What follows belongs to an exercise in optimizing a design on an open flow for small area and a short achievable clock period; a production flow would make more cautious choices. Function was checked by simulation only, so behaviour that the tests miss may differ from the original. No activity file was given, so power comes from the tool's default toggle rates.

## alu_pipeline_top
module alu_pipeline_top (
    input  logic               i_clk,
    input  logic               i_rst,
    input  logic               i_instr_vld,
    input  cpu_pkg::word_t     i_instr,
    output logic               o_wb_vld,
    output cpu_pkg::reg_addr_t o_wb_rd,
    output cpu_pkg::word_t     o_wb_data
);
Size: ~1300 flip-flops, about 73 I/O pins, about 0.054 sq mm of cells after synthesis.
clock: 6.0 ns
lec_check: 0
cap_margin: 20
core_margin: 2
core_utilization: 55
cts_buf_list: sky130_fd_sc_hd__clkbuf_16
cts_cluster_diameter: 80
cts_cluster_size: 24
setup_slack_margin: 3.3
slew_margin: 20
run.sh (not shown) runs the stock make flow with config.mk's settings and CLKGATE_MAP_FILE= SYNTH_SCRIPT=/design/flow/synth_recipe.tcl, a recipe that flattens the netlist after the stock synthesis.
The first run ran to the end with no violations.
Then changed:
- SETUP_SLACK_MARGIN: 3.3 -> 2.8
=>
- via count shrinks by 3.4%
- count of clock-buffer cells in the layout drops by 7
- worst setup slack got worse by 190 ps
- non-clock buffer count fell by 178
- worst hold slack stays flat
- core utilization drops by 4.1 points
- clock skew rises by 9.4 ps
- first-iteration DRC count goes down by 5.3%
- final area went down by about 6%

lane 1:
alu_pipeline_top, a different RTL version from the one above (not shown whole).
Size in the first run: about 4100 cells after synthesis, about 1300 flip-flops, roughly 73 I/O pins.
clock: 6.0 ns
lec_check: 0
cap_margin: 50
core_margin: 2
core_utilization: 55
cts_buf_list: sky130_fd_sc_hd__clkbuf_16
cts_cluster_diameter: 80
cts_cluster_size: 24
setup_slack_margin: 3.0
slew_margin: 50
Lane 1 closes out successfully: all stages finished, all timing, DRC and antenna checks passed.
What lane 2 does differently from lane 1 at the input level:
- CAP_MARGIN: 50 -> 20
- SLEW_MARGIN: 50 -> 20
- SETUP_SLACK_MARGIN: 3.0 -> 2.8
Results
Remaining number of nets flagged by the antenna check after routing: lane 2 vs lane 1 identical
Lane 2 reports a lower placed wire-length estimate after detailed placement than lane 1 does.
Max capacitance violation total came out exactly the same in lane 2 and lane 1.
Area overhead of the layout relative to synthesis is lower on lane 2
Fraction of area in multi-input gates delta (lane 1 -> lane 2): insignificant
[compare] base=lane 1 new=lane 2: highest net fanout along the worst path lower; cell area now sits lower; ratio of final minimum period to clock period increased 2.2 points.
Compared with lane 1, the router placed fewer vias in lane 2.
A capturing element of the worst setup path of u_decode.o_ex_b[21] is what lane 1 shows, while u_decode.o_ex_b[17] belongs to lane 2.
--- input diff lane 2..lane 3 ---
==> flow/flow/run.sh (new file) <==
#!/bin/bash
# The standard layout, except that the input and output ports are
# buffered with buf_2 cells instead of the delay buffers buffer_ports picks
# by default. The whole make run's output goes to standard.log.
set -euo pipefail
export BUFFER_PORTS_ARGS="-buffer_cell sky130_fd_sc_hd__buf_2"
bash standard.sh > standard.log 2>&1
==> flow/standard.sh (new file) <==
#!/bin/bash
# synth_recipe.tcl (not shown) runs the flow's synth.tcl, then flattens the netlist and writes it again
# the make line also repeats each setting of config.mk as NAME=value (left out here)
make -C /OpenROAD-flow-scripts/flow DESIGN_CONFIG=/design/flow/config.mk WORK_HOME=/design/flow/orfs CLKGATE_MAP_FILE= SYNTH_SCRIPT=/design/flow/synth_recipe.tcl "${@:-finish}"
removed: flow/run.sh
Findings:
Clock latency at the later pin of the worst-skew pair on lane 3 is up relative to lane 2.
The final reports for lane 3 and lane 2 show shortest period the worst path allows higher in the former.
u_execute.o_wb_vld as the launching element of the worst setup path was reported by lane 3, and u_decode.if_sel2[21] by lane 2.
Diff lane 3..lane 2 | total leakage power | negligible
Post-synthesis instance total across lane 3 and lane 2: no real change.
Changes in lane 4 relative to lane 3:
- CAP_MARGIN changed from 20 to 50
- SLEW_MARGIN changed from 20 to 50
==> flow/run.sh (new file) <==
#!/bin/bash
# synth_recipe.tcl (not shown) runs the flow's synth.tcl, then flattens the netlist and writes it again
# the make line also repeats each setting of config.mk as NAME=value (left out here)
make -C /OpenROAD-flow-scripts/flow DESIGN_CONFIG=/design/flow/config.mk WORK_HOME=/design/flow/orfs CLKGATE_MAP_FILE= SYNTH_SCRIPT=/design/flow/synth_recipe.tcl finish
removed: flow/flow/run.sh
removed: flow/standard.sh
==> run notes <==
- Lane 4 against lane 3: clock buffer count in the final layout increased 11%; net total in the final layout now larger.
- Register area delta (lane 3 -> lane 4): insignificant
- On final-layout non-clock buffer area share, the lower figure sits with lane 3, not lane 4.
- Comparing final period demand of the worst path for lane 3 and lane 4, the bigger number came from lane 3.
- Looking at part of the total power dissipated in combinational logic, lane 4 sits 0.2 points above lane 3.
- Summary — detailed-placement wirelength estimate, lane 4 relative to lane 3: higher, by 3200 um.
- Routed length per instance was higher in the run labelled lane 3.
- Lane 4 gives less sequential share of layout area than lane 3 did.
- Max post-route standard cell area excluding fillers across lane 3 and lane 4: lane 4
- | final setup slack of the worst path | lane 4 vs lane 3 | 0.24 ns higher |

main:
Another version of the RTL of alu_pipeline_top (not shown whole).
For scale: ~4000 cells after synthesis, ~1300 flip-flops, about 54000 sq um of cells after synthesis.
==> flow/design.v (excerpt) <==
module alu_pipeline_top (
    input  logic               i_clk,
    input  logic               i_rst,
    input  logic               i_instr_vld,
    input  cpu_pkg::word_t     i_instr,
    output logic               o_wb_vld,
    output cpu_pkg::reg_addr_t o_wb_rd,
    output cpu_pkg::word_t     o_wb_data
);
    logic           ex_vld;
    logic [4:0]     ex_rd;
    cpu_pkg::word_t ex_a;
    cpu_pkg::word_t ex_b;
    logic [3:0]     ex_sh_lo;
    logic [3:0]     ex_sh_mid;
    logic           ex_sh_hi;
    logic [7:0]     ex_sel;
    logic           ex_sub;
    logic           ex_sra;
    cpu_pkg::word_t alu_result;
    decode_stage u_decode (
        .i_clk        (i_clk),
        .i_rst        (i_rst),
        .i_instr_vld  (i_instr_vld),
        .i_instr      (i_instr),
        .i_wb_vld     (o_wb_vld),
        .i_wb_rd      (o_wb_rd),
        .i_wb_data    (o_wb_data),
        .i_alu_result (alu_result),
        .o_ex_vld     (ex_vld),
        .o_ex_rd      (ex_rd),
        .o_ex_a       (ex_a),
        .o_ex_b       (ex_b),
        .o_ex_sh_lo   (ex_sh_lo),
        .o_ex_sh_mid  (ex_sh_mid),
        .o_ex_sh_hi   (ex_sh_hi),
        .o_ex_sel     (ex_sel),
        .o_ex_sub     (ex_sub),
        .o_ex_sra     (ex_sra)
    );
    execute_stage u_execute (
        .i_clk        (i_clk),
        .i_rst        (i_rst),
        .i_ex_vld     (ex_vld),
        .i_ex_rd      (ex_rd),
        .i_ex_a       (ex_a),
        .i_ex_b       (ex_b),
        .i_ex_sh_lo   (ex_sh_lo),
  ...
make LEC_CHECK=0 CAP_MARGIN=50 CORE_MARGIN=2 CORE_UTILIZATION=60 CTS_BUF_LIST=sky130_fd_sc_hd__clkbuf_16 CTS_CLUSTER_DIAMETER=80 CTS_CLUSTER_SIZE=24 SETUP_SLACK_MARGIN=2.8 SLEW_MARGIN=50 finish   # period 6.0 ns
Stock flow here: none of the scripts above is used.
The flow did not stop early for main: all stages ran, and the layout cleared the timing, design-rule and antenna checks.
Input changes introduced in the feature branch (baseline for comparison: main):
- CORE_UTILIZATION: 60 -> 55
Number of instances resized during post-cts repair ended up about 30% lower on the feature branch than on main.
When the feature branch is set beside main, its period utilization turns out to be 1.5 points smaller.
Between main and the feature branch, post-route worst hold slack increased.
[compare] base=main new=the feature branch: fmax increased by 2.8% relative to the old numbers; minimum clock period decreased by 91 ps relative to the old numbers.
The feature branch — last weighted congestion value of the routability-driven placer 5.3% lower, main as reference
Est. power | the feature branch vs main | the feature branch higher
Compared with main, the feature branch shows a higher worst-path maximum fanout.

==> afterwards: timing with drivers on the ports <==
Ports are ideal in the flow. The routed layouts listed here were re-timed in OpenROAD.
Step 1: set_driving_cell puts a clkbuf_16 on i_clk and a buf_2 on each other input, an assumption about the parent block.
Step 2 adds t to the input delays and takes it off the output delays; t is the mean of the earliest and latest rising clock arrival at the registers after step 1. Input paths then give back, and output paths get back, about the clock's delay inside the block.
a / b / c = ideal ports / drivers / drivers and shift; a / b = the first two.
run	shift t [ns]	slack for setup (ns)	worst setup path at the end	cell pins on the clock port's net
the first run of note 1	0.763	2.749 / 2.749 / 2.749	register to register	1
the second run of note 1	0.828	2.560 / 2.560 / 2.560	register to register	1
lane 1	0.822	2.791 / 2.791 / 2.791	register to register	1
lane 2	0.759	2.656 / 2.656 / 2.656	register to register	1
lane 3	0.819	2.538 / 2.538 / 2.538	register to register	1
lane 4	0.762	2.783 / 2.751 / 2.783	register to register	1
main	0.783	2.687 / 2.686 / 2.686	register to register	1
the feature branch	0.768	2.777 / 2.707 / 2.777	register to register	1
After both steps every run listed still meets setup and hold. The setup slack of main, which loses most, moves by -0.001 ns with the drivers and by -0.001 ns with both steps.
